This design comes from an exercise in tuning for small area on the open sky130 flow, not from production work.
Function was not checked in any run shown here: the RTL went through the layout flow alone.

==> flow/design.v <==
`default_nettype none
package fft_peak_detect_pkg;
  localparam int FPD_DATA_W = 16;
  localparam int FPD_IDX_W  = 10;
  typedef enum logic [1:0] {
    ST_IDLE   = 2'd0,
    ST_ACCUM  = 2'd1,
    ST_DRAIN  = 2'd2,
    ST_REPORT = 2'd3
  } fpd_state_e;
endpackage
`default_nettype wire
`default_nettype none
module fft_mag2_pipe
#(
  parameter int DATA_W = fft_peak_detect_pkg::FPD_DATA_W
) (
  input  logic [DATA_W-1:0]     in_re,
  input  logic [DATA_W-1:0]     in_im,
  output logic [2*DATA_W-1:0]   out_pow
);
  wire [15:0] a = in_re;
  wire [15:0] b = in_im;
  wire w0 = a[0] & a[1];
  wire w1 = a[0] & a[2];
  wire w2 = a[0] & a[3];
  wire w3 = a[0] & a[4];
  wire w4 = a[0] & a[5];
  wire w5 = a[0] & a[6];
  wire w6 = a[0] & a[7];
  wire w7 = a[0] & a[8];
  wire w8 = a[0] & a[9];
  wire w9 = a[0] & a[10];
  wire w10 = a[0] & a[11];
  wire w11 = a[0] & a[12];
  wire w12 = a[0] & a[13];
  wire w13 = a[0] & a[14];
  wire w14 = ~(a[15] & a[0]);
  wire w15 = a[1] & a[2];
  wire w16 = a[1] & a[3];
  wire w17 = a[1] & a[4];
  wire w18 = a[1] & a[5];
  wire w19 = a[1] & a[6];
  wire w20 = a[1] & a[7];
  wire w21 = a[1] & a[8];
  wire w22 = a[1] & a[9];
  wire w23 = a[1] & a[10];
  wire w24 = a[1] & a[11];
  wire w25 = a[1] & a[12];
  wire w26 = a[1] & a[13];
  wire w27 = a[1] & a[14];
  wire w28 = ~(a[15] & a[1]);
  wire w29 = a[2] & a[3];
  wire w30 = a[2] & a[4];
  wire w31 = a[2] & a[5];
  wire w32 = a[2] & a[6];
  wire w33 = a[2] & a[7];
  wire w34 = a[2] & a[8];
  wire w35 = a[2] & a[9];
  wire w36 = a[2] & a[10];
  wire w37 = a[2] & a[11];
  wire w38 = a[2] & a[12];
  wire w39 = a[2] & a[13];
  wire w40 = a[2] & a[14];
  wire w41 = ~(a[15] & a[2]);
  wire w42 = a[3] & a[4];
  wire w43 = a[3] & a[5];
  wire w44 = a[3] & a[6];
  wire w45 = a[3] & a[7];
  wire w46 = a[3] & a[8];
  wire w47 = a[3] & a[9];
  wire w48 = a[3] & a[10];
  wire w49 = a[3] & a[11];
  wire w50 = a[3] & a[12];
  wire w51 = a[3] & a[13];
  wire w52 = a[3] & a[14];
  wire w53 = ~(a[15] & a[3]);
  wire w54 = a[4] & a[5];
  wire w55 = a[4] & a[6];
  wire w56 = a[4] & a[7];
  wire w57 = a[4] & a[8];
  wire w58 = a[4] & a[9];
  wire w59 = a[4] & a[10];
  wire w60 = a[4] & a[11];
  wire w61 = a[4] & a[12];
  wire w62 = a[4] & a[13];
  wire w63 = a[4] & a[14];
  wire w64 = ~(a[15] & a[4]);
  wire w65 = a[5] & a[6];
  wire w66 = a[5] & a[7];
  wire w67 = a[5] & a[8];
  wire w68 = a[5] & a[9];
  wire w69 = a[5] & a[10];
  wire w70 = a[5] & a[11];
  wire w71 = a[5] & a[12];
  wire w72 = a[5] & a[13];
  wire w73 = a[5] & a[14];
  wire w74 = ~(a[15] & a[5]);
  wire w75 = a[6] & a[7];
  wire w76 = a[6] & a[8];
  wire w77 = a[6] & a[9];
  wire w78 = a[6] & a[10];
  wire w79 = a[6] & a[11];
  wire w80 = a[6] & a[12];
  wire w81 = a[6] & a[13];
  wire w82 = a[6] & a[14];
  wire w83 = ~(a[15] & a[6]);
  wire w84 = a[7] & a[8];
  wire w85 = a[7] & a[9];
  wire w86 = a[7] & a[10];
  wire w87 = a[7] & a[11];
  wire w88 = a[7] & a[12];
  wire w89 = a[7] & a[13];
  wire w90 = a[7] & a[14];
  wire w91 = ~(a[15] & a[7]);
  wire w92 = a[8] & a[9];
  wire w93 = a[8] & a[10];
  wire w94 = a[8] & a[11];
  wire w95 = a[8] & a[12];
  wire w96 = a[8] & a[13];
  wire w97 = a[8] & a[14];
  wire w98 = ~(a[15] & a[8]);
  wire w99 = a[9] & a[10];
  wire w100 = a[9] & a[11];
  wire w101 = a[9] & a[12];
  wire w102 = a[9] & a[13];
  wire w103 = a[9] & a[14];
  wire w104 = ~(a[15] & a[9]);
  wire w105 = a[10] & a[11];
  wire w106 = a[10] & a[12];
  wire w107 = a[10] & a[13];
  wire w108 = a[10] & a[14];
  wire w109 = ~(a[15] & a[10]);
  wire w110 = a[11] & a[12];
  wire w111 = a[11] & a[13];
  wire w112 = a[11] & a[14];
  wire w113 = ~(a[15] & a[11]);
  wire w114 = a[12] & a[13];
  wire w115 = a[12] & a[14];
  wire w116 = ~(a[15] & a[12]);
  wire w117 = a[13] & a[14];
  wire w118 = ~(a[15] & a[13]);
  wire w119 = ~(a[15] & a[14]);
  wire w120 = b[0] & b[1];
  wire w121 = b[0] & b[2];
  wire w122 = b[0] & b[3];
  wire w123 = b[0] & b[4];
  wire w124 = b[0] & b[5];
  wire w125 = b[0] & b[6];
  wire w126 = b[0] & b[7];
  wire w127 = b[0] & b[8];
  wire w128 = b[0] & b[9];
  wire w129 = b[0] & b[10];
  wire w130 = b[0] & b[11];
  wire w131 = b[0] & b[12];
  wire w132 = b[0] & b[13];
  wire w133 = b[0] & b[14];
  wire w134 = ~(b[15] & b[0]);
  wire w135 = b[1] & b[2];
  wire w136 = b[1] & b[3];
  wire w137 = b[1] & b[4];
  wire w138 = b[1] & b[5];
  wire w139 = b[1] & b[6];
  wire w140 = b[1] & b[7];
  wire w141 = b[1] & b[8];
  wire w142 = b[1] & b[9];
  wire w143 = b[1] & b[10];
  wire w144 = b[1] & b[11];
  wire w145 = b[1] & b[12];
  wire w146 = b[1] & b[13];
  wire w147 = b[1] & b[14];
  wire w148 = ~(b[15] & b[1]);
  wire w149 = b[2] & b[3];
  wire w150 = b[2] & b[4];
  wire w151 = b[2] & b[5];
  wire w152 = b[2] & b[6];
  wire w153 = b[2] & b[7];
  wire w154 = b[2] & b[8];
  wire w155 = b[2] & b[9];
  wire w156 = b[2] & b[10];
  wire w157 = b[2] & b[11];
  wire w158 = b[2] & b[12];
  wire w159 = b[2] & b[13];
  wire w160 = b[2] & b[14];
  wire w161 = ~(b[15] & b[2]);
  wire w162 = b[3] & b[4];
  wire w163 = b[3] & b[5];
  wire w164 = b[3] & b[6];
  wire w165 = b[3] & b[7];
  wire w166 = b[3] & b[8];
  wire w167 = b[3] & b[9];
  wire w168 = b[3] & b[10];
  wire w169 = b[3] & b[11];
  wire w170 = b[3] & b[12];
  wire w171 = b[3] & b[13];
  wire w172 = b[3] & b[14];
  wire w173 = ~(b[15] & b[3]);
  wire w174 = b[4] & b[5];
  wire w175 = b[4] & b[6];
  wire w176 = b[4] & b[7];
  wire w177 = b[4] & b[8];
  wire w178 = b[4] & b[9];
  wire w179 = b[4] & b[10];
  wire w180 = b[4] & b[11];
  wire w181 = b[4] & b[12];
  wire w182 = b[4] & b[13];
  wire w183 = b[4] & b[14];
  wire w184 = ~(b[15] & b[4]);
  wire w185 = b[5] & b[6];
  wire w186 = b[5] & b[7];
  wire w187 = b[5] & b[8];
  wire w188 = b[5] & b[9];
  wire w189 = b[5] & b[10];
  wire w190 = b[5] & b[11];
  wire w191 = b[5] & b[12];
  wire w192 = b[5] & b[13];
  wire w193 = b[5] & b[14];
  wire w194 = ~(b[15] & b[5]);
  wire w195 = b[6] & b[7];
  wire w196 = b[6] & b[8];
  wire w197 = b[6] & b[9];
  wire w198 = b[6] & b[10];
  wire w199 = b[6] & b[11];
  wire w200 = b[6] & b[12];
  wire w201 = b[6] & b[13];
  wire w202 = b[6] & b[14];
  wire w203 = ~(b[15] & b[6]);
  wire w204 = b[7] & b[8];
  wire w205 = b[7] & b[9];
  wire w206 = b[7] & b[10];
  wire w207 = b[7] & b[11];
  wire w208 = b[7] & b[12];
  wire w209 = b[7] & b[13];
  wire w210 = b[7] & b[14];
  wire w211 = ~(b[15] & b[7]);
  wire w212 = b[8] & b[9];
  wire w213 = b[8] & b[10];
  wire w214 = b[8] & b[11];
  wire w215 = b[8] & b[12];
  wire w216 = b[8] & b[13];
  wire w217 = b[8] & b[14];
  wire w218 = ~(b[15] & b[8]);
  wire w219 = b[9] & b[10];
  wire w220 = b[9] & b[11];
  wire w221 = b[9] & b[12];
  wire w222 = b[9] & b[13];
  wire w223 = b[9] & b[14];
  wire w224 = ~(b[15] & b[9]);
  wire w225 = b[10] & b[11];
  wire w226 = b[10] & b[12];
  wire w227 = b[10] & b[13];
  wire w228 = b[10] & b[14];
  wire w229 = ~(b[15] & b[10]);
  wire w230 = b[11] & b[12];
  wire w231 = b[11] & b[13];
  wire w232 = b[11] & b[14];
  wire w233 = ~(b[15] & b[11]);
  wire w234 = b[12] & b[13];
  wire w235 = b[12] & b[14];
  wire w236 = ~(b[15] & b[12]);
  wire w237 = b[13] & b[14];
  wire w238 = ~(b[15] & b[13]);
  wire w239 = ~(b[15] & b[14]);
  wire w240 = w10 ^ w23;
  wire w241 = w10 & w23;
  wire w242, w243;
  assign {w243, w242} = w12 + w25 + w37;
  wire w244 = w48 ^ w58;
  wire w245 = w48 & w58;
  wire w246, w247;
  assign {w247, w246} = w13 + w26 + w38;
  wire w248 = w49 ^ w59;
  wire w249 = w49 & w59;
  wire w250, w251;
  assign {w251, w250} = w14 + w27 + w39;
  wire w252, w253;
  assign {w253, w252} = w50 + w60 + w69;
  wire w254, w255;
  assign {w255, w254} = w77 + w84 + a[8];
  wire w256 = w134 ^ w147;
  wire w257 = w134 & w147;
  wire w258, w259;
  assign {w259, w258} = w28 + w40 + w51;
  wire w260, w261;
  assign {w261, w260} = w61 + w70 + w78;
  wire w262, w263;
  assign {w263, w262} = w85 + w148 + w160;
  wire w264, w265;
  assign {w265, w264} = w41 + w52 + w62;
  wire w266, w267;
  assign {w267, w266} = w71 + w79 + w86;
  wire w268, w269;
  assign {w269, w268} = w92 + a[9] + w161;
  wire w270, w271;
  assign {w271, w270} = w53 + w63 + w72;
  wire w272, w273;
  assign {w273, w272} = w64 + w73 + w81;
  wire w274 = w6 ^ w19;
  wire w275 = w6 & w19;
  wire w276, w277;
  assign {w277, w276} = w8 + w21 + w33;
  wire w278 = w44 ^ w54;
  wire w279 = w44 & w54;
  wire w280, w281;
  assign {w281, w280} = w9 + w22 + w34;
  wire w282 = w45 ^ w55;
  wire w283 = w45 & w55;
  wire w284, w285;
  assign {w285, w284} = w35 + w46 + w56;
  wire w286, w287;
  assign {w287, w286} = w65 + a[6] + w130;
  wire w288, w289;
  assign {w289, w288} = w143 + w155 + w166;
  wire w290, w291;
  assign {w291, w290} = w11 + w24 + w36;
  wire w292, w293;
  assign {w293, w292} = w47 + w57 + w66;
  wire w294, w295;
  assign {w295, w294} = w131 + w144 + w156;
  wire w296 = w167 ^ w177;
  wire w297 = w167 & w177;
  wire w298, w299;
  assign {w299, w298} = w67 + w75 + a[7];
  wire w300, w301;
  assign {w301, w300} = w132 + w145 + w157;
  wire w302, w303;
  assign {w303, w302} = w168 + w178 + w187;
  wire w304, w305;
  assign {w305, w304} = w195 + b[7] + w242;
  wire w306, w307;
  assign {w307, w306} = w68 + w76 + w133;
  wire w308, w309;
  assign {w309, w308} = w146 + w158 + w169;
  wire w310, w311;
  assign {w311, w310} = w179 + w188 + w196;
  wire w312, w313;
  assign {w313, w312} = w246 + w248 + w243;
  wire w314, w315;
  assign {w315, w314} = w159 + w170 + w180;
  wire w316, w317;
  assign {w317, w316} = w189 + w197 + w204;
  wire w318, w319;
  assign {w319, w318} = b[8] + w250 + w252;
  wire w320, w321;
  assign {w321, w320} = w254 + w256 + w247;
  wire w322, w323;
  assign {w323, w322} = w171 + w181 + w190;
  wire w324, w325;
  assign {w325, w324} = w198 + w205 + 1'b1;
  wire w326, w327;
  assign {w327, w326} = w258 + w260 + w262;
  wire w328, w329;
  assign {w329, w328} = w251 + w253 + w255;
  wire w330, w331;
  assign {w331, w330} = w172 + w182 + w191;
  wire w332, w333;
  assign {w333, w332} = w199 + w206 + w212;
  wire w334, w335;
  assign {w335, w334} = b[9] + w264 + w266;
  wire w336, w337;
  assign {w337, w336} = w268 + w259 + w261;
  wire w338, w339;
  assign {w339, w338} = w80 + w87 + w93;
  wire w340, w341;
  assign {w341, w340} = w173 + w183 + w192;
  wire w342, w343;
  assign {w343, w342} = w200 + w207 + w213;
  wire w344, w345;
  assign {w345, w344} = w270 + w265 + w267;
  wire w346, w347;
  assign {w347, w346} = w88 + w94 + w99;
  wire w348, w349;
  assign {w349, w348} = a[10] + w184 + w193;
  wire w350, w351;
  assign {w351, w350} = w201 + w208 + w214;
  wire w352, w353;
  assign {w353, w352} = w219 + b[10] + w272;
  wire w354, w355;
  assign {w355, w354} = w74 + w82 + w89;
  wire w356, w357;
  assign {w357, w356} = w95 + w100 + w194;
  wire w358, w359;
  assign {w359, w358} = w202 + w209 + w215;
  wire w360, w361;
  assign {w361, w360} = w83 + w90 + w96;
  wire w362, w363;
  assign {w363, w362} = w101 + w105 + a[11];
  wire w364, w365;
  assign {w365, w364} = w203 + w210 + w216;
  wire w366, w367;
  assign {w367, w366} = w91 + w97 + w102;
  wire w368, w369;
  assign {w369, w368} = w98 + w103 + w107;
  wire w370, w371;
  assign {w371, w370} = w4 + w17 + w29;
  wire w372 = w5 ^ w18;
  wire w373 = w5 & w18;
  wire w374, w375;
  assign {w375, w374} = w31 + w42 + a[4];
  wire w376, w377;
  assign {w377, w376} = w126 + w139 + w151;
  wire w378, w379;
  assign {w379, w378} = w7 + w20 + w32;
  wire w380, w381;
  assign {w381, w380} = w43 + w127 + w140;
  wire w382 = w152 ^ w163;
  wire w383 = w152 & w163;
  wire w384, w385;
  assign {w385, w384} = a[5] + w128 + w141;
  wire w386, w387;
  assign {w387, w386} = w153 + w164 + w174;
  wire w388, w389;
  assign {w389, w388} = b[5] + w276 + w278;
  wire w390, w391;
  assign {w391, w390} = w129 + w142 + w154;
  wire w392, w393;
  assign {w393, w392} = w165 + w175 + w280;
  wire w394, w395;
  assign {w395, w394} = w282 + w277 + w279;
  wire w396, w397;
  assign {w397, w396} = w176 + w185 + b[6];
  wire w398, w399;
  assign {w399, w398} = w240 + w284 + w286;
  wire w400, w401;
  assign {w401, w400} = w288 + w281 + w283;
  wire w402, w403;
  assign {w403, w402} = w186 + w241 + w290;
  wire w404, w405;
  assign {w405, w404} = w292 + w294 + w296;
  wire w406, w407;
  assign {w407, w406} = w285 + w287 + w289;
  wire w408, w409;
  assign {w409, w408} = w244 + w298 + w300;
  wire w410, w411;
  assign {w411, w410} = w302 + w304 + w291;
  wire w412, w413;
  assign {w413, w412} = w293 + w295 + w297;
  wire w414, w415;
  assign {w415, w414} = w245 + w306 + w308;
  wire w416, w417;
  assign {w417, w416} = w310 + w312 + w299;
  wire w418, w419;
  assign {w419, w418} = w301 + w303 + w305;
  wire w420, w421;
  assign {w421, w420} = w249 + w314 + w316;
  wire w422, w423;
  assign {w423, w422} = w318 + w320 + w307;
  wire w424, w425;
  assign {w425, w424} = w309 + w311 + w313;
  wire w426, w427;
  assign {w427, w426} = w257 + w322 + w324;
  wire w428, w429;
  assign {w429, w428} = w326 + w328 + w315;
  wire w430, w431;
  assign {w431, w430} = w317 + w319 + w321;
  wire w432, w433;
  assign {w433, w432} = w263 + w330 + w332;
  wire w434, w435;
  assign {w435, w434} = w334 + w336 + w323;
  wire w436, w437;
  assign {w437, w436} = w325 + w327 + w329;
  wire w438, w439;
  assign {w439, w438} = w269 + w338 + w340;
  wire w440, w441;
  assign {w441, w440} = w342 + w344 + w331;
  wire w442, w443;
  assign {w443, w442} = w333 + w335 + w337;
  wire w444, w445;
  assign {w445, w444} = w271 + w346 + w348;
  wire w446, w447;
  assign {w447, w446} = w350 + w352 + w339;
  wire w448, w449;
  assign {w449, w448} = w341 + w343 + w345;
  wire w450, w451;
  assign {w451, w450} = w220 + w273 + w354;
  wire w452, w453;
  assign {w453, w452} = w356 + w358 + w347;
  wire w454, w455;
  assign {w455, w454} = w349 + w351 + w353;
  wire w456, w457;
  assign {w457, w456} = w221 + w225 + b[11];
  wire w458, w459;
  assign {w459, w458} = w360 + w362 + w364;
  wire w460, w461;
  assign {w461, w460} = w355 + w357 + w359;
  wire w462, w463;
  assign {w463, w462} = w106 + w211 + w217;
  wire w464, w465;
  assign {w465, w464} = w222 + w226 + w366;
  wire w466, w467;
  assign {w467, w466} = w361 + w363 + w365;
  wire w468, w469;
  assign {w469, w468} = w110 + a[12] + w218;
  wire w470, w471;
  assign {w471, w470} = w223 + w227 + w230;
  wire w472, w473;
  assign {w473, w472} = b[12] + w368 + w367;
  wire w474, w475;
  assign {w475, w474} = w104 + w108 + w111;
  wire w476, w477;
  assign {w477, w476} = w224 + w228 + w231;
  wire w478, w479;
  assign {w479, w478} = w109 + w112 + w114;
  wire w480, w481;
  assign {w481, w480} = a[13] + w229 + w232;
  wire w482, w483;
  assign {w483, w482} = w2 + w15 + a[2];
  wire w484 = w3 ^ w16;
  wire w485 = w3 & w16;
  wire w486, w487;
  assign {w487, w486} = a[3] + w124 + w137;
  wire w488 = w149 ^ b[3];
  wire w489 = w149 & b[3];
  wire w490, w491;
  assign {w491, w490} = w30 + w125 + w138;
  wire w492, w493;
  assign {w493, w492} = w150 + w372 + w371;
  wire w494, w495;
  assign {w495, w494} = w162 + b[4] + w274;
  wire w496, w497;
  assign {w497, w496} = w374 + w376 + w373;
  wire w498, w499;
  assign {w499, w498} = w275 + w378 + w380;
  wire w500, w501;
  assign {w501, w500} = w382 + w375 + w377;
  wire w502, w503;
  assign {w503, w502} = w384 + w386 + w388;
  wire w504, w505;
  assign {w505, w504} = w379 + w381 + w383;
  wire w506, w507;
  assign {w507, w506} = w390 + w392 + w394;
  wire w508, w509;
  assign {w509, w508} = w385 + w387 + w389;
  wire w510, w511;
  assign {w511, w510} = w396 + w398 + w400;
  wire w512, w513;
  assign {w513, w512} = w391 + w393 + w395;
  wire w514, w515;
  assign {w515, w514} = w402 + w404 + w406;
  wire w516, w517;
  assign {w517, w516} = w397 + w399 + w401;
  wire w518, w519;
  assign {w519, w518} = w408 + w410 + w412;
  wire w520, w521;
  assign {w521, w520} = w403 + w405 + w407;
  wire w522, w523;
  assign {w523, w522} = w414 + w416 + w418;
  wire w524, w525;
  assign {w525, w524} = w409 + w411 + w413;
  wire w526, w527;
  assign {w527, w526} = w420 + w422 + w424;
  wire w528, w529;
  assign {w529, w528} = w415 + w417 + w419;
  wire w530, w531;
  assign {w531, w530} = w426 + w428 + w430;
  wire w532, w533;
  assign {w533, w532} = w421 + w423 + w425;
  wire w534, w535;
  assign {w535, w534} = w432 + w434 + w436;
  wire w536, w537;
  assign {w537, w536} = w427 + w429 + w431;
  wire w538, w539;
  assign {w539, w538} = w438 + w440 + w442;
  wire w540, w541;
  assign {w541, w540} = w433 + w435 + w437;
  wire w542, w543;
  assign {w543, w542} = w444 + w446 + w448;
  wire w544, w545;
  assign {w545, w544} = w439 + w441 + w443;
  wire w546, w547;
  assign {w547, w546} = w450 + w452 + w454;
  wire w548, w549;
  assign {w549, w548} = w445 + w447 + w449;
  wire w550, w551;
  assign {w551, w550} = w456 + w458 + w460;
  wire w552, w553;
  assign {w553, w552} = w451 + w453 + w455;
  wire w554, w555;
  assign {w555, w554} = w462 + w464 + w466;
  wire w556, w557;
  assign {w557, w556} = w457 + w459 + w461;
  wire w558, w559;
  assign {w559, w558} = w468 + w470 + w472;
  wire w560, w561;
  assign {w561, w560} = w463 + w465 + w467;
  wire w562, w563;
  assign {w563, w562} = w369 + w474 + w476;
  wire w564, w565;
  assign {w565, w564} = w469 + w471 + w473;
  wire w566, w567;
  assign {w567, w566} = w234 + b[13] + w478;
  wire w568, w569;
  assign {w569, w568} = w480 + w475 + w477;
  wire w570, w571;
  assign {w571, w570} = w113 + w115 + w233;
  wire w572, w573;
  assign {w573, w572} = w235 + w479 + w481;
  wire w574, w575;
  assign {w575, w574} = w116 + w117 + a[14];
  wire w576, w577;
  assign {w577, w576} = w236 + w237 + b[14];
  wire w578 = w0 ^ a[1];
  wire w579 = w0 & a[1];
  wire w580 = w122 ^ w135;
  wire w581 = w122 & w135;
  wire w582, w583;
  assign {w583, w582} = w123 + w136 + w484;
  wire w584, w585;
  assign {w585, w584} = w370 + w486 + w488;
  wire w586, w587;
  assign {w587, w586} = w490 + w492 + w487;
  wire w588, w589;
  assign {w589, w588} = w494 + w496 + w491;
  wire w590, w591;
  assign {w591, w590} = w498 + w500 + w495;
  wire w592, w593;
  assign {w593, w592} = w502 + w504 + w499;
  wire w594, w595;
  assign {w595, w594} = w506 + w508 + w503;
  wire w596, w597;
  assign {w597, w596} = w510 + w512 + w507;
  wire w598, w599;
  assign {w599, w598} = w514 + w516 + w511;
  wire w600, w601;
  assign {w601, w600} = w518 + w520 + w515;
  wire w602, w603;
  assign {w603, w602} = w522 + w524 + w519;
  wire w604, w605;
  assign {w605, w604} = w526 + w528 + w523;
  wire w606, w607;
  assign {w607, w606} = w530 + w532 + w527;
  wire w608, w609;
  assign {w609, w608} = w534 + w536 + w531;
  wire w610, w611;
  assign {w611, w610} = w538 + w540 + w535;
  wire w612, w613;
  assign {w613, w612} = w542 + w544 + w539;
  wire w614, w615;
  assign {w615, w614} = w546 + w548 + w543;
  wire w616, w617;
  assign {w617, w616} = w550 + w552 + w547;
  wire w618, w619;
  assign {w619, w618} = w554 + w556 + w551;
  wire w620, w621;
  assign {w621, w620} = w558 + w560 + w555;
  wire w622, w623;
  assign {w623, w622} = w562 + w564 + w559;
  wire w624, w625;
  assign {w625, w624} = w566 + w568 + w563;
  wire w626, w627;
  assign {w627, w626} = w570 + w572 + w567;
  wire w628, w629;
  assign {w629, w628} = w574 + w576 + w571;
  wire w630, w631;
  assign {w631, w630} = w118 + w238 + w575;
  wire w632, w633;
  assign {w633, w632} = w119 + a[15] + w239;
  wire w634 = w120 ^ b[1];
  wire w635 = w120 & b[1];
  wire w636, w637;
  assign {w637, w636} = w1 + w121 + w579;
  wire w638, w639;
  assign {w639, w638} = b[2] + w482 + w580;
  wire w640, w641;
  assign {w641, w640} = w483 + w582 + w581;
  wire w642, w643;
  assign {w643, w642} = w485 + w584 + w583;
  wire w644, w645;
  assign {w645, w644} = w489 + w586 + w585;
  wire w646, w647;
  assign {w647, w646} = w493 + w588 + w587;
  wire w648, w649;
  assign {w649, w648} = w497 + w590 + w589;
  wire w650, w651;
  assign {w651, w650} = w501 + w592 + w591;
  wire w652, w653;
  assign {w653, w652} = w505 + w594 + w593;
  wire w654, w655;
  assign {w655, w654} = w509 + w596 + w595;
  wire w656, w657;
  assign {w657, w656} = w513 + w598 + w597;
  wire w658, w659;
  assign {w659, w658} = w517 + w600 + w599;
  wire w660, w661;
  assign {w661, w660} = w521 + w602 + w601;
  wire w662, w663;
  assign {w663, w662} = w525 + w604 + w603;
  wire w664, w665;
  assign {w665, w664} = w529 + w606 + w605;
  wire w666, w667;
  assign {w667, w666} = w533 + w608 + w607;
  wire w668, w669;
  assign {w669, w668} = w537 + w610 + w609;
  wire w670, w671;
  assign {w671, w670} = w541 + w612 + w611;
  wire w672, w673;
  assign {w673, w672} = w545 + w614 + w613;
  wire w674, w675;
  assign {w675, w674} = w549 + w616 + w615;
  wire w676, w677;
  assign {w677, w676} = w553 + w618 + w617;
  wire w678, w679;
  assign {w679, w678} = w557 + w620 + w619;
  wire w680, w681;
  assign {w681, w680} = w561 + w622 + w621;
  wire w682, w683;
  assign {w683, w682} = w565 + w624 + w623;
  wire w684, w685;
  assign {w685, w684} = w569 + w626 + w625;
  wire w686, w687;
  assign {w687, w686} = w573 + w628 + w627;
  wire w688, w689;
  assign {w689, w688} = w577 + w630 + w629;
  wire w690, w691;
  assign {w691, w690} = b[15] + w632 + w631;
  wire [31:0] ra = {w633, w690, w688, w686, w684, w682, w680, w678, w676, w674, w672, w670, w668, w666, w664, w662, w660, w658, w656, w654, w652, w650, w648, w646, w644, w642, w640, w638, w636, w578, 1'b0, a[0]};
  wire [31:0] rb = {w691, w689, w687, w685, w683, w681, w679, w677, w675, w673, w671, w669, w667, w665, w663, w661, w659, w657, w655, w653, w651, w649, w647, w645, w643, w641, w639, w637, w635, w634, 1'b0, b[0]};
  wire w692 = ra[0] & rb[0];
  wire w693 = ra[1] & rb[1];
  wire w694 = ra[2] & rb[2];
  wire w695 = ra[3] & rb[3];
  wire w696 = ra[4] & rb[4];
  wire w697 = ra[5] & rb[5];
  wire w698 = ra[6] & rb[6];
  wire w699 = ra[7] & rb[7];
  wire w700 = ra[8] & rb[8];
  wire w701 = ra[9] & rb[9];
  wire w702 = ra[10] & rb[10];
  wire w703 = ra[11] & rb[11];
  wire w704 = ra[12] & rb[12];
  wire w705 = ra[13] & rb[13];
  wire w706 = ra[14] & rb[14];
  wire w707 = ra[15] & rb[15];
  wire w708 = ra[16] & rb[16];
  wire w709 = ra[17] & rb[17];
  wire w710 = ra[18] & rb[18];
  wire w711 = ra[19] & rb[19];
  wire w712 = ra[20] & rb[20];
  wire w713 = ra[21] & rb[21];
  wire w714 = ra[22] & rb[22];
  wire w715 = ra[23] & rb[23];
  wire w716 = ra[24] & rb[24];
  wire w717 = ra[25] & rb[25];
  wire w718 = ra[26] & rb[26];
  wire w719 = ra[27] & rb[27];
  wire w720 = ra[28] & rb[28];
  wire w721 = ra[29] & rb[29];
  wire w722 = ra[30] & rb[30];
  wire w723 = ra[31] & rb[31];
  wire w724 = ra[0] ^ rb[0];
  wire w725 = ra[1] ^ rb[1];
  wire w726 = ra[2] ^ rb[2];
  wire w727 = ra[3] ^ rb[3];
  wire w728 = ra[4] ^ rb[4];
  wire w729 = ra[5] ^ rb[5];
  wire w730 = ra[6] ^ rb[6];
  wire w731 = ra[7] ^ rb[7];
  wire w732 = ra[8] ^ rb[8];
  wire w733 = ra[9] ^ rb[9];
  wire w734 = ra[10] ^ rb[10];
  wire w735 = ra[11] ^ rb[11];
  wire w736 = ra[12] ^ rb[12];
  wire w737 = ra[13] ^ rb[13];
  wire w738 = ra[14] ^ rb[14];
  wire w739 = ra[15] ^ rb[15];
  wire w740 = ra[16] ^ rb[16];
  wire w741 = ra[17] ^ rb[17];
  wire w742 = ra[18] ^ rb[18];
  wire w743 = ra[19] ^ rb[19];
  wire w744 = ra[20] ^ rb[20];
  wire w745 = ra[21] ^ rb[21];
  wire w746 = ra[22] ^ rb[22];
  wire w747 = ra[23] ^ rb[23];
  wire w748 = ra[24] ^ rb[24];
  wire w749 = ra[25] ^ rb[25];
  wire w750 = ra[26] ^ rb[26];
  wire w751 = ra[27] ^ rb[27];
  wire w752 = ra[28] ^ rb[28];
  wire w753 = ra[29] ^ rb[29];
  wire w754 = ra[30] ^ rb[30];
  wire w755 = ra[31] ^ rb[31];
  wire w756 = w693 | (w725 & w692);
  wire w757 = w725 & w724;
  wire w758 = w695 | (w727 & w694);
  wire w759 = w727 & w726;
  wire w760 = w697 | (w729 & w696);
  wire w761 = w729 & w728;
  wire w762 = w699 | (w731 & w698);
  wire w763 = w731 & w730;
  wire w764 = w701 | (w733 & w700);
  wire w765 = w733 & w732;
  wire w766 = w703 | (w735 & w702);
  wire w767 = w735 & w734;
  wire w768 = w705 | (w737 & w704);
  wire w769 = w737 & w736;
  wire w770 = w707 | (w739 & w706);
  wire w771 = w739 & w738;
  wire w772 = w709 | (w741 & w708);
  wire w773 = w741 & w740;
  wire w774 = w711 | (w743 & w710);
  wire w775 = w743 & w742;
  wire w776 = w713 | (w745 & w712);
  wire w777 = w745 & w744;
  wire w778 = w715 | (w747 & w714);
  wire w779 = w747 & w746;
  wire w780 = w717 | (w749 & w716);
  wire w781 = w749 & w748;
  wire w782 = w719 | (w751 & w718);
  wire w783 = w751 & w750;
  wire w784 = w721 | (w753 & w720);
  wire w785 = w753 & w752;
  wire w786 = w723 | (w755 & w722);
  wire w787 = w755 & w754;
  wire w788 = w758 | (w759 & w756);
  wire w789 = w759 & w757;
  wire w790 = w762 | (w763 & w760);
  wire w791 = w763 & w761;
  wire w792 = w766 | (w767 & w764);
  wire w793 = w767 & w765;
  wire w794 = w770 | (w771 & w768);
  wire w795 = w771 & w769;
  wire w796 = w774 | (w775 & w772);
  wire w797 = w775 & w773;
  wire w798 = w778 | (w779 & w776);
  wire w799 = w779 & w777;
  wire w800 = w782 | (w783 & w780);
  wire w801 = w783 & w781;
  wire w802 = w786 | (w787 & w784);
  wire w803 = w787 & w785;
  wire w804 = w790 | (w791 & w788);
  wire w805 = w791 & w789;
  wire w806 = w794 | (w795 & w792);
  wire w807 = w795 & w793;
  wire w808 = w798 | (w799 & w796);
  wire w809 = w799 & w797;
  wire w810 = w802 | (w803 & w800);
  wire w811 = w803 & w801;
  wire w812 = w806 | (w807 & w804);
  wire w813 = w807 & w805;
  wire w814 = w810 | (w811 & w808);
  wire w815 = w811 & w809;
  wire w816 = w814 | (w815 & w812);
  wire w817 = w815 & w813;
  wire w818 = w808 | (w809 & w812);
  wire w819 = w809 & w813;
  wire w820 = w792 | (w793 & w804);
  wire w821 = w793 & w805;
  wire w822 = w796 | (w797 & w812);
  wire w823 = w797 & w813;
  wire w824 = w800 | (w801 & w818);
  wire w825 = w801 & w819;
  wire w826 = w760 | (w761 & w788);
  wire w827 = w761 & w789;
  wire w828 = w764 | (w765 & w804);
  wire w829 = w765 & w805;
  wire w830 = w768 | (w769 & w820);
  wire w831 = w769 & w821;
  wire w832 = w772 | (w773 & w812);
  wire w833 = w773 & w813;
  wire w834 = w776 | (w777 & w822);
  wire w835 = w777 & w823;
  wire w836 = w780 | (w781 & w818);
  wire w837 = w781 & w819;
  wire w838 = w784 | (w785 & w824);
  wire w839 = w785 & w825;
  wire w840 = w694 | (w726 & w756);
  wire w841 = w726 & w757;
  wire w842 = w696 | (w728 & w788);
  wire w843 = w728 & w789;
  wire w844 = w698 | (w730 & w826);
  wire w845 = w730 & w827;
  wire w846 = w700 | (w732 & w804);
  wire w847 = w732 & w805;
  wire w848 = w702 | (w734 & w828);
  wire w849 = w734 & w829;
  wire w850 = w704 | (w736 & w820);
  wire w851 = w736 & w821;
  wire w852 = w706 | (w738 & w830);
  wire w853 = w738 & w831;
  wire w854 = w708 | (w740 & w812);
  wire w855 = w740 & w813;
  wire w856 = w710 | (w742 & w832);
  wire w857 = w742 & w833;
  wire w858 = w712 | (w744 & w822);
  wire w859 = w744 & w823;
  wire w860 = w714 | (w746 & w834);
  wire w861 = w746 & w835;
  wire w862 = w716 | (w748 & w818);
  wire w863 = w748 & w819;
  wire w864 = w718 | (w750 & w836);
  wire w865 = w750 & w837;
  wire w866 = w720 | (w752 & w824);
  wire w867 = w752 & w825;
  wire w868 = w722 | (w754 & w838);
  wire w869 = w754 & w839;
  wire w870 = w725 ^ w692;
  wire w871 = w726 ^ w756;
  wire w872 = w727 ^ w840;
  wire w873 = w728 ^ w788;
  wire w874 = w729 ^ w842;
  wire w875 = w730 ^ w826;
  wire w876 = w731 ^ w844;
  wire w877 = w732 ^ w804;
  wire w878 = w733 ^ w846;
  wire w879 = w734 ^ w828;
  wire w880 = w735 ^ w848;
  wire w881 = w736 ^ w820;
  wire w882 = w737 ^ w850;
  wire w883 = w738 ^ w830;
  wire w884 = w739 ^ w852;
  wire w885 = w740 ^ w812;
  wire w886 = w741 ^ w854;
  wire w887 = w742 ^ w832;
  wire w888 = w743 ^ w856;
  wire w889 = w744 ^ w822;
  wire w890 = w745 ^ w858;
  wire w891 = w746 ^ w834;
  wire w892 = w747 ^ w860;
  wire w893 = w748 ^ w818;
  wire w894 = w749 ^ w862;
  wire w895 = w750 ^ w836;
  wire w896 = w751 ^ w864;
  wire w897 = w752 ^ w824;
  wire w898 = w753 ^ w866;
  wire w899 = w754 ^ w838;
  wire w900 = w755 ^ w868;
  assign out_pow = {w900, w899, w898, w897, w896, w895, w894, w893, w892, w891, w890, w889, w888, w887, w886, w885, w884, w883, w882, w881, w880, w879, w878, w877, w876, w875, w874, w873, w872, w871, w870, w724};
endmodule
`default_nettype wire
`default_nettype none
module fft_peak_detect
#(
  parameter int DATA_W = fft_peak_detect_pkg::FPD_DATA_W,
  parameter int FFT_N  = 1024,
  parameter int IDX_W  = fft_peak_detect_pkg::FPD_IDX_W
) (
  input  logic                sys_clk,
  input  logic                sys_rst,
  input  logic [DATA_W-1:0]   s_re,
  input  logic [DATA_W-1:0]   s_im,
  input  logic                s_valid,
  input  logic                s_last,
  output logic                s_ready,
  output logic [IDX_W-1:0]    peak_idx,
  output logic [2*DATA_W-1:0] peak_pow,
  output logic                peak_valid,
  output logic                frame_err,
  output logic                busy
);
  localparam int PW = 2 * DATA_W;
  logic             en_q, post_q, bad_q;
  logic [IDX_W-1:0] cnt_q, run_idx_q, peak_idx_q;
  logic [PW-1:0]    run_pow_q, peak_pow_q;
  logic             w_accept, w_at_end, w_last, w_elig, w_first, w_hit, w_load;
  logic [PW-1:0]    w_pow;
  logic             w_gt;
  assign w_accept = s_valid & s_ready;
  assign w_at_end = &cnt_q;
  assign w_last   = w_accept & (s_last | w_at_end);
  assign w_elig   = ~cnt_q[IDX_W-1] & (|cnt_q);
  assign w_first  = (cnt_q == IDX_W'(1));
  fft_mag2_pipe #(.DATA_W(DATA_W)) u_mag2 (
    .in_re   (s_re),
    .in_im   (s_im),
    .out_pow (w_pow)
  );
  fft_peak_cmp #(.W(PW)) u_cmp (.a(w_pow), .b(run_pow_q), .gt(w_gt), .lt());
  assign w_hit  = w_accept & w_elig & (w_first | w_gt);
  assign w_load = post_q & (cnt_q == IDX_W'(FFT_N - 2)) & ~bad_q;
  always_ff @(posedge sys_clk) begin
    if (w_hit) begin
      run_pow_q <= w_pow;
      run_idx_q <= w_first ? IDX_W'(|{s_re, s_im}) : cnt_q;
    end
    if (!post_q) bad_q <= ~(s_last & w_at_end);
  end
  always_ff @(posedge sys_clk or negedge sys_rst) begin
    if (!sys_rst) begin
      en_q       <= 1'b0;
      post_q     <= 1'b0;
      cnt_q      <= '0;
      peak_idx_q <= '0;
      peak_pow_q <= '0;
    end else begin
      en_q <= 1'b1;
      if (w_last) begin
        post_q <= 1'b1;
        cnt_q  <= IDX_W'(FFT_N - 4);
      end else if (post_q | w_accept) begin
        cnt_q <= cnt_q + IDX_W'(1);
        if (w_at_end) post_q <= 1'b0;
      end
      if (w_load) begin
        peak_idx_q <= run_idx_q;
        peak_pow_q <= run_pow_q;
      end
    end
  end
  assign s_ready    = en_q & ~post_q;
  assign busy       = post_q | (|cnt_q);
  assign peak_valid = post_q & w_at_end & ~bad_q;
  assign frame_err  = post_q & w_at_end & bad_q;
  assign peak_idx   = peak_idx_q;
  assign peak_pow   = peak_pow_q;
endmodule
module fft_peak_cmp
#(
  parameter int W = 32
) (
  input  logic [W-1:0] a,
  input  logic [W-1:0] b,
  output logic         gt,
  output logic         lt
);
  if (W == 1) begin : g_leaf
    assign gt = a[0] & ~b[0];
    assign lt = b[0] & ~a[0];
  end else begin : g_node
    localparam int H = W / 2;
    logic gt_hi, lt_hi, gt_lo, lt_lo;
    fft_peak_cmp #(.W(W - H)) u_hi (.a(a[W-1:H]), .b(b[W-1:H]), .gt(gt_hi), .lt(lt_hi));
    fft_peak_cmp #(.W(H))     u_lo (.a(a[H-1:0]), .b(b[H-1:0]), .gt(gt_lo), .lt(lt_lo));
    assign gt = gt_hi | (~lt_hi & gt_lo);
    assign lt = lt_hi | (~gt_hi & lt_lo);
  end
endmodule
`default_nettype wire
==> flow/flow/run.sh <==
#!/bin/bash
# Standard synthesis, then a netlist clean-up (flow/faflip.py: full adders
# flipped to cancel inverters, single-load inverters folded into their
# driver), then the standard layout from floorplan on, with plain buf_1
# port buffers.
set -euo pipefail
RES=orfs/results/sky130hd/fft_peak_detect/base
bash standard.sh synth > synth.log 2>&1
cp $RES/1_2_yosys.v yosys_std.v
python3 flow/faflip.py yosys_std.v $RES/1_2_yosys.v > faflip.log 2>&1
rm -f $RES/1_synth.odb
export PRE_GLOBAL_PLACE_TCL="$PWD/flow/ports.tcl"
bash standard.sh > layout.log 2>&1
==> flow/flow/faflip.py <==
#!/usr/bin/env python3
"""Netlist clean-up after synthesis: flips full adders (FA is self-dual,
FA(~a,~b,~c) = ~FA(a,b,c)) to cancel inverters around them, then folds
single-load inverters into the gate that drives them.

usage: faflip.py IN.v OUT.v
"""
import re, sys

PRE = 'sky130_fd_sc_hd__'
src = open(sys.argv[1]).read()

m = re.search(r'^module\s+(\w+)\s*\((.*?)\);', src, re.S | re.M)
ports = set(p.strip() for p in m.group(2).split(','))
inst_re = re.compile(r'^(\s*)(' + PRE + r'\w+)\s+(\S+)\s*\((.*?)\);\n', re.S | re.M)
pin_re = re.compile(r'\.(\w+)\(([^()]*)\)')

cells = {}   # name -> [type, {pin: net}]
order = []
first = None
for mm in inst_re.finditer(src):
    if first is None:
        first = mm.start()
    t, n, body = mm.group(2), mm.group(3), mm.group(4)
    pins = {p: v.strip() for p, v in pin_re.findall(body)}
    cells[n] = [t[len(PRE):], pins]
    order.append(n)
last = list(inst_re.finditer(src))[-1].end()
head, tail = src[:first], src[last:]
assert 'assign' not in tail and 'assign' not in head, 'assign statements not handled'

OUT = {'X', 'Y', 'Q', 'Q_N', 'SUM', 'COUT', 'HI', 'LO'}


def is_port_net(net):
    return net.split('[')[0].strip() in ports


def build():
    drv, loads = {}, {}
    for n, (t, pins) in cells.items():
        for p, v in pins.items():
            if p in OUT:
                drv[v] = (n, p)
            else:
                loads.setdefault(v, []).append((n, p))
    return drv, loads


cnt = [0]
newnets = []


def newnet():
    cnt[0] += 1
    nn = '_ff%d_' % cnt[0]
    newnets.append(nn)
    return nn


def new_inv(a, y):
    cnt[0] += 1
    nm = '_ffi%d_' % cnt[0]
    cells[nm] = ['inv_1', {'A': a, 'Y': y}]
    return nm


def is_inv(n):
    return n in cells and cells[n][0] in ('inv_1', 'clkinv_1')


def cleanup():
    """Remove inverters without loads, and bypass inverter pairs."""
    changed = True
    while changed:
        changed = False
        drv, loads = build()
        for n in list(cells):
            if n not in cells or not is_inv(n):
                continue
            y = cells[n][1]['Y']
            if not loads.get(y) and not is_port_net(y):
                del cells[n]
                changed = True
                continue
            a = cells[n][1]['A']
            d = drv.get(a)
            # inv -> inv: loads of the second may use the first's input.
            if d and is_inv(d[0]) and not is_port_net(y):
                orig = cells[d[0]][1]['A']
                for (ln, lp) in loads.get(y, []):
                    cells[ln][1][lp] = orig
                del cells[n]
                changed = True
                drv, loads = build()


def ninv():
    return sum(1 for n in cells if is_inv(n))


COMP = {'and2_1': 'nand2_1', 'nand2_1': 'and2_1', 'or2_1': 'nor2_1', 'nor2_1': 'or2_1',
        'xor2_1': 'xnor2_1', 'xnor2_1': 'xor2_1', 'and3_1': 'nand3_1', 'nand3_1': 'and3_1',
        'or3_1': 'nor3_1', 'nor3_1': 'or3_1', 'and4_1': 'nand4_1', 'nand4_1': 'and4_1',
        'or4_1': 'nor4_1', 'nor4_1': 'or4_1', 'inv_1': None}


def outpin(t):
    return 'X' if t.startswith(('and', 'or', 'xor', 'buf', 'clkbuf')) else 'Y'


def flip(f):
    drv, loads = build()
    t, pins = cells[f]
    for p in ('A', 'B', 'CIN'):
        v = pins[p]
        d = drv.get(v)
        if d and is_inv(d[0]):
            pins[p] = cells[d[0]][1]['A']
        elif (d and COMP.get(cells[d[0]][0]) and len(loads.get(v, [])) == 1
              and not is_port_net(v)):
            g = cells[d[0]]
            del g[1][outpin(g[0])]
            g[0] = COMP[g[0]]
            g[1][outpin(g[0])] = v
        else:
            # reuse an inverter of this net if there is one
            inv = [ln for (ln, lp) in loads.get(v, []) if is_inv(ln)]
            if inv:
                pins[p] = cells[inv[0]][1]['Y']
            else:
                nn = newnet()
                new_inv(v, nn)
                pins[p] = nn
    for p in ('SUM', 'COUT'):
        o = pins[p]
        on = newnet()
        pins[p] = on
        rest = []
        for (ln, lp) in loads.get(o, []):
            if is_inv(ln) and not is_port_net(cells[ln][1]['Y']):
                y = cells[ln][1]['Y']
                _, l2 = drv, loads
                for (mn, mp) in loads.get(y, []):
                    cells[mn][1][mp] = on
                del cells[ln]
            else:
                rest.append((ln, lp))
        if rest or is_port_net(o):
            new_inv(on, o)


import copy, random


def ha_fix():
    """HA(~x, ~y) = (x ^ y, ~(x | y)): xor2 + nor2, the same area, two inverters gone."""
    n_fixed = 0
    drv, loads = build()
    for n in list(cells):
        if n not in cells or cells[n][0] != 'ha_1':
            continue
        pins = cells[n][1]
        da, db = drv.get(pins['A']), drv.get(pins['B'])
        if not (da and db and is_inv(da[0]) and is_inv(db[0])):
            continue
        x, y = cells[da[0]][1]['A'], cells[db[0]][1]['A']
        del cells[n]
        cnt[0] += 1
        if 'SUM' in pins:
            cells['_ffx%d_' % cnt[0]] = ['xor2_1', {'A': x, 'B': y, 'X': pins['SUM']}]
        if 'COUT' in pins:
            cells['_ffn%d_' % cnt[0]] = ['nor2_1', {'A': x, 'B': y, 'Y': pins['COUT']}]
        n_fixed += 1
        drv, loads = build()
    cleanup()
    return n_fixed


AREA = {}
_cur = None
for _line in open('/OpenROAD-flow-scripts/flow/platforms/sky130hd/lib/sky130_fd_sc_hd__tt_025C_1v80.lib'):
    _m = re.match(r'\s*cell\s*\(\s*"?(\w+)"?\s*\)', _line)
    if _m:
        _cur = _m.group(1)
    _m = re.match(r'\s*area\s*:\s*([\d.]+)', _line)
    if _m and _cur:
        AREA[_cur[len(PRE):]] = float(_m.group(1))
        _cur = None


def cost():
    return sum(AREA[t] for t, _ in cells.values()) - 3.75 * free_invs()


def free_invs():
    """Inverters, not counting those that only feed half adders whose both
    inputs are inverted (ha_fix removes them)."""
    drv, loads = build()
    k = 0
    for n in cells:
        if not is_inv(n):
            continue
        ls = loads.get(cells[n][1]['Y'], [])
        free = bool(ls) and not is_port_net(cells[n][1]['Y'])
        for (ln, lp) in ls:
            if cells[ln][0] != 'ha_1':
                free = False
                break
            other = cells[ln][1]['B' if lp == 'A' else 'A']
            d = drv.get(other)
            if not (d and is_inv(d[0])):
                free = False
                break
        if free:
            k += 1
    return k


# Drop synthesis buffers between cells (placement repairs what needs it).
nbuf = 0
drv, loads = build()
for n in list(cells):
    t, pins = cells[n]
    if not (t.startswith('buf_') or t.startswith('clkbuf_')):
        continue
    a, x = pins['A'], pins['X']
    if is_port_net(x):
        continue
    for (ln, lp) in loads.get(x, []):
        cells[ln][1][lp] = a
    del cells[n]
    nbuf += 1
    drv, loads = build()
print('buffers removed:', nbuf, file=sys.stderr)
cleanup()
base = cost()
print('inverters at start:', ninv(), 'area', base, file=sys.stderr)
random.seed(1)
fas = [n for n in cells if cells[n][0] == 'fa_1']


def components():
    """Two-colour the full adders: an inverter between two adders asks for
    different colours. Returns [(members, colour)] per connected group."""
    drv, loads = build()
    adj = {f: [] for f in fas}
    for f in fas:
        for p in ('A', 'B', 'CIN'):
            v = cells[f][1][p]
            k = 0
            d = drv.get(v)
            while d and is_inv(d[0]):
                k += 1
                d = drv.get(cells[d[0]][1]['A'])
            if d and cells[d[0]][0] == 'fa_1':
                adj[f].append((d[0], k & 1))
                adj[d[0]].append((f, k & 1))
    col, comps = {}, []
    for f in fas:
        if f in col:
            continue
        col[f] = 0
        q, mem = [f], [f]
        while q:
            u = q.pop()
            for (w, par) in adj[u]:
                if w not in col:
                    col[w] = col[u] ^ par
                    q.append(w)
                    mem.append(w)
        comps.append(mem)
    return comps, col


comps, col = components()
print('adder groups:', len(comps), [len(c) for c in comps][:10], file=sys.stderr)
for mem in comps:
    results = []
    for want in (0, 1):
        save = copy.deepcopy(cells)
        for f in mem:
            if col[f] == want:
                flip(f)
                cleanup()
        results.append((cost(), want))
        cells.clear()
        cells.update(save)
    k, want = min(results)
    if k < base:
        for f in mem:
            if col[f] == want:
                flip(f)
                cleanup()
        base = cost()
print('after colouring:', ninv(), base, file=sys.stderr)
best = copy.deepcopy(cells)
best_k = base
for rnd in range(6):
    random.shuffle(fas)
    for f in fas:
        save = copy.deepcopy(cells)
        flip(f)
        cleanup()
        k = cost()
        # accept ties in the first rounds to leave local minima
        if k < base or (k == base and rnd < 3):
            base = k
        else:
            cells.clear()
            cells.update(save)
        if base < best_k:
            best_k = base
            best = copy.deepcopy(cells)
    print('round', rnd, 'inverters', ninv(), 'area', base, file=sys.stderr)
cells.clear()
cells.update(best)
print('inverters after flips:', ninv(), file=sys.stderr)
print('half adders on two inverted inputs rebuilt:', ha_fix(), 'inverters', ninv(), file=sys.stderr)

drv, loads = build()
for n in list(cells):
    t, pins = cells[n]
    if t != 'ha_1':
        continue
    if not loads.get(pins.get('SUM')) and not is_port_net(pins.get('SUM', '')):
        cells[n] = ['and2_1', {'A': pins['A'], 'B': pins['B'], 'X': pins['COUT']}]
    elif not loads.get(pins.get('COUT')) and not is_port_net(pins.get('COUT', '')):
        cells[n] = ['xor2_1', {'A': pins['A'], 'B': pins['B'], 'X': pins['SUM']}]

# Fold a single-load inverter into the simple gate that drives it.
folded = 0
drv, loads = build()
for n in list(cells):
    if n not in cells or not is_inv(n):
        continue
    a = cells[n][1]['A']
    d = drv.get(a)
    if not d or d[0] not in cells or is_port_net(a) or len(loads.get(a, [])) != 1:
        continue
    g = cells[d[0]]
    if g[0] not in COMP or COMP[g[0]] is None:
        continue
    outp = 'Y' if 'Y' in g[1] else 'X'
    newt = COMP[g[0]]
    newout = 'Y' if newt.startswith('n') or newt.startswith('xn') else 'X'
    if newt.startswith('xnor'):
        newout = 'Y'
    if newt.startswith('xor'):
        newout = 'X'
    y = cells[n][1]['Y']
    del g[1][outp]
    g[1][newout] = y
    g[0] = newt
    del cells[n]
    folded += 1
    drv, loads = build()
print('folded into gates:', folded, 'inverters left:', ninv(), file=sys.stderr)

# Write out.
used = set()
for t, pins in cells.values():
    used.update(pins.values())
decl = ''.join('  wire %s;\n' % w for w in newnets if w in used)
body = []
for n in order + [k for k in cells if k not in order]:
    if n not in cells:
        continue
    t, pins = cells[n]
    body.append('  %s%s %s (\n%s\n  );\n' % (PRE, t, n, ',\n'.join('    .%s(%s%s)' % (p, v, ' ' if v.startswith('\\') else '') for p, v in pins.items())))
open(sys.argv[2], 'w').write(head.rstrip(' ') + decl + ''.join(body) + tail)
==> flow/flow/ports.tcl <==
# Port buffers: inputs get sky130_fd_sc_hd__buf_2 (they fan out to many gates),
# outputs the smallest plain buffer.
rename buffer_ports my_orig_buffer_ports
proc buffer_ports {args} {
  my_orig_buffer_ports -inputs -buffer_cell sky130_fd_sc_hd__buf_2
  my_orig_buffer_ports -outputs -buffer_cell sky130_fd_sc_hd__buf_1
}
==> flow/standard.sh <==
#!/bin/bash
# synth_recipe.tcl (not shown) runs the flow's synth.tcl, then flattens the netlist and writes it again
# the make line also repeats each setting of config.mk as NAME=value (left out here)
make -C /OpenROAD-flow-scripts/flow DESIGN_CONFIG=/design/flow/config.mk WORK_HOME=/design/flow/orfs CLKGATE_MAP_FILE= SYNTH_SCRIPT=/design/flow/synth_recipe.tcl "${@:-finish}"
==> flow/config.mk <==
export PLATFORM = sky130hd
export DESIGN_NAME = fft_peak_detect
export DESIGN_NICKNAME = fft_peak_detect
export VERILOG_FILES = /design/flow/design.v
export SDC_FILE = /design/flow/constraint.sdc
export NUM_CORES = 4
export LEC_CHECK = 0
export CAP_MARGIN = 0
export CORE_MARGIN = 2
export CORE_UTILIZATION = 65
export CTS_BUF_LIST = sky130_fd_sc_hd__clkbuf_8
export SLEW_MARGIN = 0
==> flow/constraint.sdc <==
create_clock -name core_clock -period 10.0 [get_ports {sys_clk}]
set_input_delay 2.0000 -clock core_clock [delete_from_list [all_inputs] [get_ports {sys_clk}]]
set_output_delay 2.0000 -clock core_clock [all_outputs]
set_load 0.01 [all_outputs]
==> results.json, run 1 <==
{
  "design_area_um2": 12100,
  "clockRootBuffer": "sky130_fd_sc_hd__clkbuf_8",
  "setup_total_negative_slack_ns": 0,
  "setup.worst_path.end_class": "register",
  "gr-usage-all-layers_pct": 32.4,
  "design.portCount": 82,
  "hold_path_end": "peak_idx_q[1]",
  "ys_warn_count": 1,
  "drt_iter0_markers": 608,
  "cts_hold_repair.buffers": 0,
  "critical_path_rt_ns": 10.06,
  "clock_insertion_delay_worst_skew_ns": 0.37,
  "crit-reg2reg-capture": "run_pow_q[30]",
  "launching_element_type_of_the_critical_path": "primary input",
  "core.rowCount": 47,
  "worstPathArrival_ns": 9.58,
  "syn_area_um2": 11000,
  "dp_hpwl_mm": 21.5,
  "worstPathMaxFanout": 17,
  "setup_repair_after_global_routing_missed_its_margin": "no",
  "drtAntennaViolNets": 0,
  "slew_viol_final": 0,
  "fin_util_pct": 73.2,
  "count_of_inserted_antenna_diode_cells": 0,
  "vias_in_the_first_global_route": 8575,
  "vias_per_cell": 5.83,
  "max_cap_viol_count": 0,
  "mostFrequentLayoutCells": "225 x sky130_fd_sc_hd__fa_1, 215 x sky130_fd_sc_hd__nand2_1, 93 x sky130_fd_sc_hd__inv_1",
  "hold_path.startpoint": "run_idx_q[1]",
  "cts_setup_buffers": 0,
  "setup_skew_ns": 0.0115,
  "drt_pass1_iterations": 5,
  "syn_nets": 1276,
  "period_share_pct": 95.2,
  "run_status": "complete, no violations",
  "numCtsBuffers": 9,
  "floorplan.initialDensity_pct": 66.5,
  "tritoncts": "done",
  "finalNetCount": 1401,
  "detailed_route_wire_length_per_cell_um": 19.8,
  "post_cts_resized": 0,
  "area_growth_pct": 10.1,
  "grt_max_degree": 55,
  "hold_viol": 0,
  "post_route_setup_slack_ns": 0.481,
  "max-slew-margin-rel_pct": 38.9,
  "worst_setup_hold_path_clk_slew_ns": 0.10,
  "cts_sinks": 97,
  "antenna_found_initial": 0,
  "grt_first_pass_wirelength_mm": 44.0,
  "pre_cts_ws_ns": 0.0830,
  "worst_r2r_start": "run_pow_q[8]",
  "min_path_cells": 1,
  "r2r_cells": 7,
  "postSynthAreaPerCell_um2": 11.0,
  "hp-class": "register to register",
  "setup_viol": 0,
  "critical_path_start_end_classification": "primary input to register",
  "floorplan.core_area_um2": 16600,
  "htree_levels": 3,
  "io_buffer_count": 81,
  "placed_area_um2": 11900,
  "drt_drc_violations_left": 0,
  "max_buffers_root_to_sink": 2,
  "worst-slew-pin-transition_ns": 0.905,
  "reg2reg_setup_slack_ns": 6.92,
  "die-width_um": 134,
  "share_of_layout_cells_above_drive_strength_1_pct": 11.9,
  "gpl.final_weighted_congestion": 0.925,
  "count_of_mapped_cells_out_of_synthesis": 1000,
  "detailroute.via_count": 7876,
  "fmax_mhz": 105,
  "final.min_clock_period_ns": 9.52,
  "die-area_um2": 18000,
  "grt_remaining_overflow": 0,
  "die-height_um": 134,
  "routed_wl_mm": 26.8,
  "layout.cells.most_common": "sky130_fd_sc_hd__fa_1"
}
## registers in the layout, summed over array words and instances (netlist names)
register and cells:
run_idx_q 10, en_q 1, cnt_q 10, peak_idx_q 10
peak_pow_q 32, post_q 1, run_pow_q 32, bad_q 1
## worst max path at each step
stage	to	from
floorplan	run_idx_q[0]	s_re[10]
global placement	run_idx_q[5]	s_re[1]
detailed placement	run_idx_q[5]	s_re[1]
CTS	run_pow_q[30]	s_re[9]
global route	run_pow_q[30]	s_re[1]
finish	run_pow_q[30]	s_re[1]
## critical path: stages
cell	delay, ns
sky130_fd_sc_hd__buf_2	0.29
sky130_fd_sc_hd__and2_1	0.21
sky130_fd_sc_hd__fa_1	0.45
sky130_fd_sc_hd__fa_1	0.52
sky130_fd_sc_hd__fa_1	0.57
sky130_fd_sc_hd__fa_1	0.45
sky130_fd_sc_hd__fa_1	0.57
sky130_fd_sc_hd__fa_1	0.46
sky130_fd_sc_hd__xor2_1	0.25
sky130_fd_sc_hd__a21o_1	0.20
sky130_fd_sc_hd__a21o_1	0.16
sky130_fd_sc_hd__a21o_1	0.20
sky130_fd_sc_hd__a221oi_1	0.33
sky130_fd_sc_hd__o32a_1	0.26
sky130_fd_sc_hd__nand2_1	0.06
sky130_fd_sc_hd__a21o_1	0.18
sky130_fd_sc_hd__fa_1	0.52
sky130_fd_sc_hd__nand2b_1	0.07
sky130_fd_sc_hd__maj3_2	0.31
sky130_fd_sc_hd__maj3_2	0.31
sky130_fd_sc_hd__maj3_2	0.33
sky130_fd_sc_hd__a2111oi_2	0.41
sky130_fd_sc_hd__o2bb2ai_4	0.18
sky130_fd_sc_hd__buf_4	0.28
## metrics by stage
step | cells | hold WS [ns]
global route | 1350 | 0.507
CTS | 1350 | 0.488
global placement | 1334 | 0.462
detailed placement | 1334 | 0.468
floorplan | 1000 | 0.454
finish | 1350 | 0.481
## routing by layer
| layer | track usage (%) | routed length [um] |
|---|---|---|
| met2 | 54.8 | 13600 |
| met3 | 6.01 | 1610 |
| met5 | 1.39 | 32 |
| met1 | 41.5 | 10400 |
| met4 | 13.6 | 1200 |
## cell type report
| class | instances | area, um^2 |
|---|---|---|
| Clock inverter | 7 | 76.3 |
| Fill cell | 1220 | 4450 |
| Multi-Input combinational cell | 811 | 8060 |
| Tap cell | 220 | 275 |
| Sequential cell | 97 | 2640 |
| Timing Repair Buffer | 114 | 608 |
| Clock buffer | 9 | 124 |
| Inverter | 92 | 345 |
==> run 2: changes to the inputs <==
--- a/flow/config.mk
+++ b/flow/config.mk
@@ -9,4 +9,6 @@
 export CORE_MARGIN = 2
 export CORE_UTILIZATION = 65
 export CTS_BUF_LIST = sky130_fd_sc_hd__clkbuf_8
+export CTS_CLUSTER_SIZE = 10
+export GPL_TIMING_DRIVEN = 0
 export SLEW_MARGIN = 0
==> run 2 against run 1 <==
  * Still clean on timing, DRC and antenna
  * Hold slack gained 0.0014 ns
  * Flip-flop and latch count is the same
  * Final cell count shrank 1.3%
  * Die area is the same
==> results.json, run 2 <==
{
  "cts_sinks": 97,
  "antenna_found_initial": 0,
  "design_area_um2": 12100,
  "setup_skew_ns": 0.0116,
  "floorplan.initialDensity_pct": 66.5,
  "design.portCount": 82,
  "launching_element_type_of_the_critical_path": "primary input",
  "critical_path_most_common_cell": "sky130_fd_sc_hd__fa_1",
  "share_of_layout_cells_above_drive_strength_1_pct": 10.8,
  "ys_warn_count": 1,
  "syn_area_um2": 11000,
  "layout.filler_cells": 1205,
  "crit_path_top_delay_cell": "sky130_fd_sc_hd__fa_1",
  "setup_viol": 0,
  "die-width_um": 134,
  "hp-class": "register to register",
  "max_buffers_root_to_sink": 2,
  "mostFrequentLayoutCells": "225 x sky130_fd_sc_hd__fa_1, 215 x sky130_fd_sc_hd__nand2_1, 91 x sky130_fd_sc_hd__inv_1",
  "detailed_route_wire_length_per_cell_um": 19.9,
  "routed_wl_mm": 26.6,
  "clock_insertion_delay_worst_skew_ns": 0.37,
  "final.min_clock_period_ns": 9.76,
  "finalNetCount": 1383,
  "timing.hold.ws_ns": 0.482,
  "htree_levels": 3,
  "numCtsBuffers": 9,
  "vias_in_the_first_global_route": 8685,
  "worst_setup_hold_path_clk_slew_ns": 0.10,
  "vias_per_cell": 5.92,
  "dp.cells": 1303,
  "area_growth_pct": 10.2,
  "count_of_mapped_cells_out_of_synthesis": 1000,
  "critical_path_s_top_delay_family": "adder cells",
  "placed_area_um2": 11700,
  "syn_nets": 1276,
  "post_route_setup_slack_ns": 0.239,
  "grt_remaining_overflow": 0,
  "floorplan.core_area_um2": 16600,
  "run_status": "complete, no violations",
  "drt_pass1_iterations": 4,
  "gr-usage-all-layers_pct": 32.0,
  "dp_hpwl_mm": 19.1,
  "crit_path_max_incr_delay_ns": 0.59,
  "worst-slew-pin-transition_ns": 1.32,
  "max_cap_viol_count": 0,
  "max-slew-margin-rel_pct": 10.8,
  "gpl.final_weighted_congestion": 0.877,
  "grt_max_degree": 55,
  "worstPathArrival_ns": 9.81,
  "die-height_um": 134,
  "slew_viol_final": 0,
  "tritoncts": "done",
  "grt_first_pass_wirelength_mm": 44.0,
  "count_of_inserted_antenna_diode_cells": 0,
  "drtAntennaViolNets": 0,
  "critical_path_rt_ns": 10.05,
  "period_share_pct": 97.6,
  "drt_iter0_markers": 501,
  "critPathBufInv": 4,
  "postSynthAreaPerCell_um2": 11.0,
  "die-area_um2": 18000,
  "setup_repair_after_global_routing_missed_its_margin": "yes",
  "core.rowCount": 47,
  "pre_cts_ws_ns": -0.880,
  "fmax_mhz": 102,
  "clockRootBuffer": "sky130_fd_sc_hd__clkbuf_8",
  "layout_top_registers": "peak_pow_q: 32 flops, run_pow_q: 32 flops",
  "layout.cells.most_common": "sky130_fd_sc_hd__fa_1",
  "worstPathMaxFanout": 14,
  "setup.worst_path.end_class": "register",
  "io_buffer_count": 81,
  "hold_viol": 0,
  "critical_path_start_end_classification": "primary input to register",
  "drt_drc_violations_left": 0,
  "detailroute.via_count": 7881,
  "final_cell_count_no_fill": 1332
}
==> run 2: routing by layer <==
metal  part of all wire, %  GRT usage [%]
met1                    39           42.2
met2                    50           52.9
met3                   7.8           7.82
met4                   3.4           10.4
met5                     0          0.556
==> run 2: area by class of cell <==
| cell class | count | area [um^2] | share of cell area, % |
|---|---|---|---|
| clock buffer | 10 | 138 | 1.13 |
| clock inverter | 6 | 75.1 | 0.618 |
| multi-input combinational | 815 | 8170 | 67.3 |
| sequential | 97 | 2640 | 21.8 |
| tap | 220 | 275 | 2.27 |
| timing repair buffer | 92 | 497 | 4.09 |
| inverter | 92 | 349 | 2.87 |
==> run 2: worst paths after layout <==
| check | from | endpoint | slack (ns) | depth (start not counted) |
|---|---|---|---|---|
| setup / recovery | s_re[6] | run_pow_q[29] | 0.24 | 26 |
| min in group asynchronous | sys_rst | peak_idx_q[7] | 1.66 | 1 |
| setup reg to reg | run_pow_q[8] | run_idx_q[1] | 6.73 | 7 |
| hold / removal | run_idx_q[8] | peak_idx_q[8] | 0.48 | 1 |
| max in group asynchronous | sys_rst | peak_pow_q[28] | 7.86 | 1 |
| hold reg to reg | run_idx_q[8] | peak_idx_q[8] | 0.48 | 1 |
==> run 2: timing repair <==
item / in CTS / in global routing
endpoints found under the setup margin: 42 / 42
pin swaps: 1 / 6
cloned: 1 / 3
gates resized for setup: 5 / 5
setup buffers: 0 / 9
hold buffers: 0 / 0
==> run 2: worst register-to-register path, cell delays in order, from the launching register on <==
cell                        delay [ns]
sky130_fd_sc_hd__edfxtp_1         0.47
sky130_fd_sc_hd__a21oi_1          0.18
sky130_fd_sc_hd__a21oi_1          0.06
sky130_fd_sc_hd__maj3_1           0.36
sky130_fd_sc_hd__maj3_1           0.38
sky130_fd_sc_hd__o41ai_2          1.17
sky130_fd_sc_hd__o2bb2ai_2        0.18
sky130_fd_sc_hd__buf_4            0.19
==> run 2: stage by stage <==
stage	util (%)	TNS, ns
4_1_cts	72.2	0
6_report	73.3	0
5_1_grt	73.3	-0.101
2_1_floorplan	-	0
3_5_place_dp	70.6	-36.87
3_3_place_gp	70.3	-30.19

[afterwards: timing with drivers on the ports]
In the flow no input, the clock included, has a driving cell. The finished layouts below were timed again as built, in two steps. Step 1: set_driving_cell puts a clkbuf_16 on sys_clk and a buf_2 on each other input, an assumption about the parent block. Step 2 adds t to the input delays and takes it off the output delays; t is the mean of the earliest and latest rising clock arrival at the registers after step 1. Input paths then give back, and output paths get back, about the clock's delay inside the block. a / b / c = ideal ports / drivers / drivers and shift; a / b = the first two.
| run | t, ns | slack for setup (ns) | worst slew at a driven data input, ns |
|---|---|---|---|
| run 1 | 0.401 | 0.481 / 0.492 / 0.091 | 0.04 |
| run 2 | 0.396 | 0.239 / 0.243 / -0.153 | 0.05 |
With both steps, setup timing fails in run 2, where it was met with ideal ports. For run 2, which loses most, drivers alone change the setup slack by +0.004 ns; drivers and shift together by -0.392 ns.
